What follows belongs to an exercise in optimizing a design on an open flow for small area; a production flow would make more cautious choices. RTL that was checked went through simulation tests only; none was proved equivalent to the original. Power figures rest on the tool's default switching activity, not on a simulated workload.

==> v36: inputs <==
==> flow/design.v <==
package led_scan_pkg;
    localparam int N_ROWS = 16;
    localparam int N_COLS = 16;
    typedef logic [N_ROWS-1:0][N_COLS-1:0] pixel_frame_t;
    typedef enum logic {
        S_BLANK = 1'b0,
        S_DRIVE = 1'b1
    } scan_state_e;
    function automatic int unsigned max_u(input int unsigned a, input int unsigned b);
        max_u = (a > b) ? a : b;
    endfunction
endpackage
import led_scan_pkg::*;
module led_frame_buffer
(
    input  logic              clk,
    input  logic              RST,
    input  logic [led_scan_pkg::N_ROWS-1:0][led_scan_pkg::N_COLS-1:0] red_i,
    input  logic [led_scan_pkg::N_ROWS-1:0][led_scan_pkg::N_COLS-1:0] grn_i,
    input  logic              valid_i,
    output logic              ready_o,
    input  logic              swap_i,
    input  logic [3:0]        row_idx_i,
    output logic              shown_o,
    output logic [led_scan_pkg::N_COLS-1:0] red_row_o,
    output logic [led_scan_pkg::N_COLS-1:0] grn_row_o
);
    localparam int NR = led_scan_pkg::N_ROWS;
    localparam int NC = led_scan_pkg::N_COLS;
    logic [NR-1:0][NC-1:0] staging_red_q;
    logic [NR-1:0][NC-1:0] staging_grn_q;
    logic [NR-1:0][NC-1:0] shadow_red_q;
    logic [NR-1:0][NC-1:0] shadow_grn_q;
    logic [NC-1:0] row_red_q;
    logic [NC-1:0] row_grn_q;
    logic [3:0]   staging_tap_q;
    logic [3:0]   shadow_tap_q;
    logic         pending_q;
    logic         shown_q;
    logic         fill_q;
    logic         even_inv_q;
    logic         odd_inv_q;
    logic         staging_inv;
    logic         capture;
    logic         load;
    logic         fill;
    assign capture     = !RST && valid_i && !pending_q;
    assign load        = swap_i && pending_q;
    assign fill        = load || fill_q;
    assign staging_inv = !staging_tap_q[0];
    always_ff @(posedge clk) begin
        if (RST) begin
            pending_q <= 1'b0;
            shown_q   <= 1'b0;
        end else if (capture) begin
            pending_q <= 1'b1;
        end else if (load) begin
            pending_q <= 1'b0;
            shown_q   <= 1'b1;
        end
    end
    always_ff @(posedge clk) begin
        if (capture) begin
            staging_red_q <= ~red_i;
            staging_grn_q <= ~grn_i;
        end else begin
            staging_red_q <= ~{staging_red_q[0], staging_red_q[NR-1:1]};
            staging_grn_q <= ~{staging_grn_q[0], staging_grn_q[NR-1:1]};
        end
    end
    always_ff @(posedge clk) begin
        for (int r = 0; r < NR; r += 2) begin
            if (fill) begin
                shadow_red_q[r] <= ~staging_red_q[r];
                shadow_grn_q[r] <= ~staging_grn_q[r];
            end else begin
                shadow_red_q[r] <= ~shadow_red_q[r+1];
                shadow_grn_q[r] <= ~shadow_grn_q[r+1];
            end
        end
        for (int r = 1; r < NR; r += 2) begin
            shadow_red_q[r] <= shadow_red_q[(r+1) % NR];
            shadow_grn_q[r] <= shadow_grn_q[(r+1) % NR];
        end
    end
    always_ff @(posedge clk) begin
        fill_q     <= load;
        even_inv_q <= fill ? !staging_inv : !odd_inv_q;
        odd_inv_q  <= even_inv_q;
    end
    always_ff @(posedge clk) begin
        if (capture) staging_tap_q <= 4'd0;
        else         staging_tap_q <= staging_tap_q + 4'd1;
        if (load)    shadow_tap_q  <= staging_tap_q;
        else         shadow_tap_q  <= shadow_tap_q + 4'd1;
    end
    logic tap_at_0;
    logic tap_at_2;
    assign tap_at_0 = shadow_tap_q == row_idx_i;
    assign tap_at_2 = shadow_tap_q + 4'd2 == row_idx_i;
    always_ff @(posedge clk) begin
        if (!even_inv_q && (tap_at_0 || tap_at_2)) begin
            row_red_q <= ~(tap_at_2 ? shadow_red_q[2] : shadow_red_q[0]);
            row_grn_q <= ~(tap_at_2 ? shadow_grn_q[2] : shadow_grn_q[0]);
        end
    end
    assign ready_o   = !pending_q;
    assign shown_o   = shown_q;
    assign red_row_o = ~row_red_q;
    assign grn_row_o = ~row_grn_q;
endmodule
import led_scan_pkg::*;
module led_matrix_scanner
#(
    parameter int unsigned DWELL_CYCLES = 2048,
    parameter int unsigned BLANK_CYCLES = 16
) (
    input  logic                 clk,
    input  logic                 RST,
    input  logic                 enable,
    input  logic [led_scan_pkg::N_ROWS*led_scan_pkg::N_COLS-1:0] RedPixels,
    input  logic [led_scan_pkg::N_ROWS*led_scan_pkg::N_COLS-1:0] GrnPixels,
    input  logic                 frame_valid,
    output logic                 frame_ready,
    output logic [led_scan_pkg::N_ROWS-1:0] row_sel,
    output logic [3:0]           row_idx,
    output logic [led_scan_pkg::N_COLS-1:0] red_col,
    output logic [led_scan_pkg::N_COLS-1:0] grn_col,
    output logic                 frame_start
);
    localparam int unsigned SLOT  = BLANK_CYCLES + DWELL_CYCLES;
    localparam int unsigned POS_W = $clog2(SLOT);
    localparam logic [POS_W-1:0] POS_LAST  = POS_W'(SLOT - 1);
    localparam logic [POS_W-1:0] POS_DRIVE = POS_W'(BLANK_CYCLES);
    logic [POS_W-1:0]   pos_q;
    logic [3:0]         row_q;
    logic               driving;
    logic               slot_done;
    logic               swap;
    logic [N_COLS-1:0]  red_row;
    logic [N_COLS-1:0]  grn_row;
    logic               shown;
    assign slot_done = (pos_q & POS_LAST) == POS_LAST;
    assign driving   = pos_q >= POS_DRIVE;
    assign swap      = enable && slot_done && (row_q == 4'd15);
    always_ff @(posedge clk) begin
        if (RST) begin
            pos_q <= '0;
            row_q <= '0;
        end else if (!enable) begin
            pos_q <= '0;
        end else if (slot_done) begin
            pos_q <= '0;
            row_q <= row_q + 4'd1;
        end else begin
            pos_q <= pos_q + POS_W'(1);
        end
    end
    led_frame_buffer u_frame_buffer (
        .clk       (clk),
        .RST       (RST),
        .red_i     (RedPixels),
        .grn_i     (GrnPixels),
        .valid_i   (frame_valid),
        .ready_o   (frame_ready),
        .swap_i    (swap),
        .row_idx_i (row_q),
        .shown_o   (shown),
        .red_row_o (red_row),
        .grn_row_o (grn_row)
    );
    always_comb begin
        row_sel     = '0;
        red_col     = '0;
        grn_col     = '0;
        frame_start = 1'b0;
        if (driving) begin
            row_sel     = N_ROWS'(1) << row_q;
            red_col     = shown ? red_row : '0;
            grn_col     = shown ? grn_row : '0;
            frame_start = (pos_q == POS_DRIVE) && (row_q == 4'd0);
        end
    end
    assign row_idx = row_q;
endmodule
==> flow/flow/run.sh <==
#!/bin/bash
# Own layout flow: the standard synthesis, then an area re-map of the combinational logic
# (registers untouched), then the standard layout with port buffers of the smallest buffer.
set -euo pipefail
W=$PWD
F=$W/flow
R=$W/orfs/results/$FLOW_PLATFORM/led_matrix_scanner/base
LIB=$FLOW_HOME/platforms/$FLOW_PLATFORM/lib/sky130_fd_sc_hd__tt_025C_1v80.lib
YOSYS=$FLOW_HOME/../tools/install/yosys/bin/yosys

bash standard.sh synth > $W/log_synth.txt 2>&1

cp $R/1_2_yosys.v $W/std_1_2_yosys.v
DU=""
for c in $(sed -n '/DONT_USE_CELLS/,/^$/p' $FLOW_HOME/platforms/$FLOW_PLATFORM/config.mk | tr -d '\\' | grep -o 'sky130_fd_sc_hd__[A-Za-z0-9_]*'); do
  DU="$DU -dont_use $c"
done
sed -e "s#@LIB@#$LIB#g" -e "s#@IN@#$W/std_1_2_yosys.v#" -e "s#@OUT@#$W/remap.v#" \
    -e "s#@TOP@#$FLOW_TOP#g" -e "s#@DONTUSE@#$DU#" -e "s#@SCRIPT@#$F/abc_area.script#" \
    $F/remap.ys > $W/remap.ys
$YOSYS -s $W/remap.ys > $W/log_remap.txt 2>&1
cp $W/remap.v $R/1_2_yosys.v
rm -f $R/1_synth.odb $R/1_synth.sdc

CTS="-sink_clustering_enable -repair_clock_nets -dont_use_dummy_load -buf_list sky130_fd_sc_hd__clkbuf_8 -sink_clustering_size 18 -sink_clustering_max_diameter 50"
bash standard.sh "BUFFER_PORTS_ARGS=-buffer_cell sky130_fd_sc_hd__buf_1" "CTS_ARGS=$CTS" finish > $W/log_layout.txt 2>&1
==> flow/flow/abc_area.script <==
strash
dch
amap
topo
==> flow/flow/remap.ys <==
# Re-map the combinational logic of the standard synthesis netlist for area. The registers
# (and tie cells) stay the very same instances; only the logic between them is re-mapped.
read_liberty -ignore_miss_func @LIB@
read_verilog @IN@
hierarchy -top @TOP@
setattr -mod -set keep_hierarchy 1 sky130_fd_sc_hd__df* sky130_fd_sc_hd__edf* sky130_fd_sc_hd__sdf* sky130_fd_sc_hd__dl* sky130_fd_sc_hd__conb_1
flatten -wb
opt_clean -purge
delete t:$scopeinfo
stat
abc -liberty @LIB@ @DONTUSE@ -script @SCRIPT@
opt_clean -purge
stat -liberty @LIB@
select @TOP@
write_verilog -selected -noattr -noexpr -nohex -nodec @OUT@
==> flow/standard.sh <==
#!/bin/bash
# synth_recipe.tcl (not shown) runs the flow's synth.tcl, then flattens the netlist and writes it again
# the make line also repeats each setting of config.mk as NAME=value (left out here)
make -C /OpenROAD-flow-scripts/flow DESIGN_CONFIG=/design/flow/config.mk WORK_HOME=/design/flow/orfs CLKGATE_MAP_FILE= SYNTH_SCRIPT=/design/flow/synth_recipe.tcl "${@:-finish}"
==> flow/config.mk <==
export PLATFORM = sky130hd
export DESIGN_NAME = led_matrix_scanner
export DESIGN_NICKNAME = led_matrix_scanner
export VERILOG_FILES = /design/flow/design.v
export SDC_FILE = /design/flow/constraint.sdc
export NUM_CORES = 4
export LEC_CHECK = 0
export CAP_MARGIN = 0
export CORE_MARGIN = 2
export CORE_UTILIZATION = 70
export SLEW_MARGIN = 0
==> flow/constraint.sdc <==
create_clock -name core_clock -period 6.0 [get_ports {clk}]
set_input_delay 1.2000 -clock core_clock [delete_from_list [all_inputs] [get_ports {clk}]]
set_output_delay 1.2000 -clock core_clock [all_outputs]
set_load 0.01 [all_outputs]
==> v24 (differences from v36) <==
==> flow/design.v (replaced) <==
package led_scan_pkg;
    localparam int N_ROWS = 16;
    localparam int N_COLS = 16;
    typedef logic [N_ROWS-1:0][N_COLS-1:0] pixel_frame_t;
    typedef enum logic {
        S_BLANK = 1'b0,
        S_DRIVE = 1'b1
    } scan_state_e;
    function automatic int unsigned max_u(input int unsigned a, input int unsigned b);
        max_u = (a > b) ? a : b;
    endfunction
endpackage
import led_scan_pkg::*;
module led_frame_buffer
(
    input  logic              clk,
    input  logic              RST,
    input  logic [led_scan_pkg::N_ROWS-1:0][led_scan_pkg::N_COLS-1:0] red_i,
    input  logic [led_scan_pkg::N_ROWS-1:0][led_scan_pkg::N_COLS-1:0] grn_i,
    input  logic              valid_i,
    output logic              ready_o,
    input  logic              swap_i,
    input  logic [3:0]        row_idx_i,
    output logic              shown_o,
    output logic [led_scan_pkg::N_COLS-1:0] red_row_o,
    output logic [led_scan_pkg::N_COLS-1:0] grn_row_o
);
    logic [led_scan_pkg::N_ROWS-1:0][led_scan_pkg::N_COLS-1:0] staging_red_q;
    logic [led_scan_pkg::N_ROWS-1:0][led_scan_pkg::N_COLS-1:0] staging_grn_q;
    logic [led_scan_pkg::N_ROWS-1:0][led_scan_pkg::N_COLS-1:0] shadow_red_q;
    logic [led_scan_pkg::N_ROWS-1:0][led_scan_pkg::N_COLS-1:0] shadow_grn_q;
    logic [led_scan_pkg::N_COLS-1:0] row_red_q;
    logic [led_scan_pkg::N_COLS-1:0] row_grn_q;
    logic [3:0]   staging_tap_q;
    logic [3:0]   shadow_tap_q;
    logic         pending_q;
    logic         shown_q;
    logic         capture;
    logic         load;
    assign capture = !RST && valid_i && !pending_q;
    assign load    = swap_i && pending_q;
    always_ff @(posedge clk) begin
        if (RST) begin
            pending_q <= 1'b0;
            shown_q   <= 1'b0;
        end else if (capture) begin
            pending_q <= 1'b1;
        end else if (load) begin
            pending_q <= 1'b0;
            shown_q   <= 1'b1;
        end
    end
    always_ff @(posedge clk) begin
        if (capture) begin
            staging_red_q <= ~red_i;
            staging_grn_q <= ~grn_i;
        end else begin
            staging_red_q <= ~{staging_red_q[0], staging_red_q[led_scan_pkg::N_ROWS-1:1]};
            staging_grn_q <= ~{staging_grn_q[0], staging_grn_q[led_scan_pkg::N_ROWS-1:1]};
        end
    end
    always_ff @(posedge clk) begin
        if (load) begin
            shadow_red_q <= ~staging_red_q;
            shadow_grn_q <= ~staging_grn_q;
        end else begin
            shadow_red_q <= ~{shadow_red_q[0], shadow_red_q[led_scan_pkg::N_ROWS-1:1]};
            shadow_grn_q <= ~{shadow_grn_q[0], shadow_grn_q[led_scan_pkg::N_ROWS-1:1]};
        end
    end
    always_ff @(posedge clk) begin
        if (capture) staging_tap_q <= 4'd0;
        else         staging_tap_q <= staging_tap_q + 4'd1;
        if (load)    shadow_tap_q  <= staging_tap_q;
        else         shadow_tap_q  <= shadow_tap_q + 4'd1;
    end
    always_ff @(posedge clk) begin
        if (shadow_tap_q == row_idx_i) begin
            row_red_q <= shadow_red_q[0] ^ {led_scan_pkg::N_COLS{row_idx_i[0]}};
            row_grn_q <= shadow_grn_q[0] ^ {led_scan_pkg::N_COLS{row_idx_i[0]}};
        end
    end
    assign ready_o   = !pending_q;
    assign shown_o   = shown_q;
    assign red_row_o = row_red_q;
    assign grn_row_o = row_grn_q;
endmodule
import led_scan_pkg::*;
module led_matrix_scanner
#(
    parameter int unsigned DWELL_CYCLES = 2048,
    parameter int unsigned BLANK_CYCLES = 16
) (
    input  logic                 clk,
    input  logic                 RST,
    input  logic                 enable,
    input  logic [led_scan_pkg::N_ROWS*led_scan_pkg::N_COLS-1:0] RedPixels,
    input  logic [led_scan_pkg::N_ROWS*led_scan_pkg::N_COLS-1:0] GrnPixels,
    input  logic                 frame_valid,
    output logic                 frame_ready,
    output logic [led_scan_pkg::N_ROWS-1:0] row_sel,
    output logic [3:0]           row_idx,
    output logic [led_scan_pkg::N_COLS-1:0] red_col,
    output logic [led_scan_pkg::N_COLS-1:0] grn_col,
    output logic                 frame_start
);
    localparam int unsigned CNT_W = $clog2(((DWELL_CYCLES > BLANK_CYCLES) ? DWELL_CYCLES : BLANK_CYCLES) + 1);
    localparam logic [CNT_W-1:0] BLANK_LAST = CNT_W'(BLANK_CYCLES - 1);
    localparam logic [CNT_W-1:0] DWELL_LAST = CNT_W'(DWELL_CYCLES - 1);
    led_scan_pkg::scan_state_e state_q;
    logic [CNT_W-1:0]   cnt_q;
    logic [CNT_W-1:0]   cnt_d;
    logic [3:0]         row_q;
    logic [3:0]         row_d;
    logic               blank_done;
    logic               dwell_done;
    logic               swap;
    logic [N_COLS-1:0]  red_row;
    logic [N_COLS-1:0]  grn_row;
    logic               shown;
    always_comb begin
        cnt_d      = cnt_q + CNT_W'(1);
        row_d      = row_q + 4'd1;
        blank_done = (state_q == S_BLANK) && (cnt_q == BLANK_LAST);
        dwell_done = (state_q == S_DRIVE) && (cnt_q == DWELL_LAST);
        swap       = enable && dwell_done && (row_q == 4'd15);
    end
    always_ff @(posedge clk) begin
        if (RST) begin
            state_q <= S_BLANK;
            cnt_q   <= '0;
            row_q   <= '0;
        end else if (!enable) begin
            state_q <= S_BLANK;
            cnt_q   <= '0;
        end else begin
            unique case (state_q)
                S_BLANK: begin
                    if (blank_done) begin
                        state_q <= S_DRIVE;
                        cnt_q   <= '0;
                    end else begin
                        cnt_q   <= cnt_d;
                    end
                end
                S_DRIVE: begin
                    if (dwell_done) begin
                        state_q <= S_BLANK;
                        cnt_q   <= '0;
                        row_q   <= row_d;
                    end else begin
                        cnt_q   <= cnt_d;
                    end
                end
                default: begin
                    state_q <= S_BLANK;
                    cnt_q   <= '0;
                end
            endcase
        end
    end
    led_frame_buffer u_frame_buffer (
        .clk       (clk),
        .RST       (RST),
        .red_i     (RedPixels),
        .grn_i     (GrnPixels),
        .valid_i   (frame_valid),
        .ready_o   (frame_ready),
        .swap_i    (swap),
        .row_idx_i (row_q),
        .shown_o   (shown),
        .red_row_o (red_row),
        .grn_row_o (grn_row)
    );
    always_comb begin
        row_sel     = '0;
        red_col     = '0;
        grn_col     = '0;
        frame_start = 1'b0;
        if (state_q == S_DRIVE) begin
            row_sel     = N_ROWS'(1) << row_q;
            red_col     = shown ? red_row : '0;
            grn_col     = shown ? grn_row : '0;
            frame_start = (cnt_q == '0) && (row_q == 4'd0);
        end
    end
    assign row_idx = row_q;
endmodule
--- a/flow/flow/run.sh
+++ b/flow/flow/run.sh
@@ -23,4 +23,3 @@
 rm -f $R/1_synth.odb $R/1_synth.sdc
 
-CTS="-sink_clustering_enable -repair_clock_nets -dont_use_dummy_load -buf_list sky130_fd_sc_hd__clkbuf_8 -sink_clustering_size 18 -sink_clustering_max_diameter 50"
-bash standard.sh "BUFFER_PORTS_ARGS=-buffer_cell sky130_fd_sc_hd__buf_1" "CTS_ARGS=$CTS" finish > $W/log_layout.txt 2>&1
+bash standard.sh "BUFFER_PORTS_ARGS=-buffer_cell sky130_fd_sc_hd__buf_1" finish > $W/log_layout.txt 2>&1
--- a/flow/config.mk
+++ b/flow/config.mk
@@ -6,6 +6,7 @@
 export NUM_CORES = 4
 export LEC_CHECK = 0
-export CAP_MARGIN = 0
+export CAP_MARGIN = 20
 export CORE_MARGIN = 2
-export CORE_UTILIZATION = 70
-export SLEW_MARGIN = 0
+export CORE_UTILIZATION = 40
+export CTS_BUF_LIST = sky130_fd_sc_hd__clkbuf_4
+export SLEW_MARGIN = 20
==> run summary <==
worst r2r src row_q[3]$_SDFFE_PP0P_; multi-input logic area between 5000 and 6000 µm²; Initial Util 0.7052; Achievable Freq 251.0 MHz; CTS Sinks 1085; hold path startpoint u_frame_buffer.shadow_red_q[130]$_DFF_P_; Die Span Y ~200 µm; HP Class reg2reg; Tapcells 525; DRT iter0 DRCs 1754; CTS Buffer Depth 3; Internal Pwr Total approximately 9.4 mW; DRT met1 WL 28160 µm; status finished clean; Fillers 2450; critical path buffer and inverter count 4; met3 wire len 4902 µm; hold depth 0
That was v36.
==> run summary <==
Internal Pwr Total 11.65 mW; Die Wd 275.6 µm; Die Span Y 275.6 µm; CTS Buffer Depth 4; status finished clean; critical path buffer and inverter count 2; worst r2r src cnt_q[1]$_SDFF_PP0_; DRT iter0 DRCs 1486; Post-DRT Antenna Nets 0; CTS Sinks 1083; DRT met1 WL 32910 µm; RSZ-0062 raised after global routing no; hold depth 2; HP Class in2reg; hold path startpoint GrnPixels[88]; Initial Util 0.4044; Fillers 6703; Tapcells 959
That was v24.
No functional check of the RTL was part of v24.

==> separate check: timing with driven ports <==
The results above use ideal ports. As a check the final layouts listed here were re-extracted and re-timed, cells and wires unchanged. Step 1 sets driving cells, clkbuf_16 on the clock port and buf_2 on the other inputs (assumed; they add their load-dependent delay and slew). Step 2 adds t to the input delays and takes it off the output delays; t is the mean of the earliest and latest rising clock arrival at the registers after step 1. Input paths then give back, and output paths get back, about the clock's delay inside the block. Three values: ideal, step 1, step 2; two values: the first two.
run | t, ns | setup slack, ns | hold slack, ns | worst setup path after step 2 | cell pins on the clock port's net
v36 | 0.689 | 2.015 / 2.015 / 1.781 | 0.284 / 0.284 / 0.284 | input to register | 1
v24 | 1.085 | 1.880 / 1.817 / 2.052 | 0.294 / 0.262 / 0.334 | register to register | 1
After both steps setup and hold are still met in every run listed. The setup slack of v36, which loses most, moves by 0.000 ns with the drivers and by -0.234 ns with both steps.
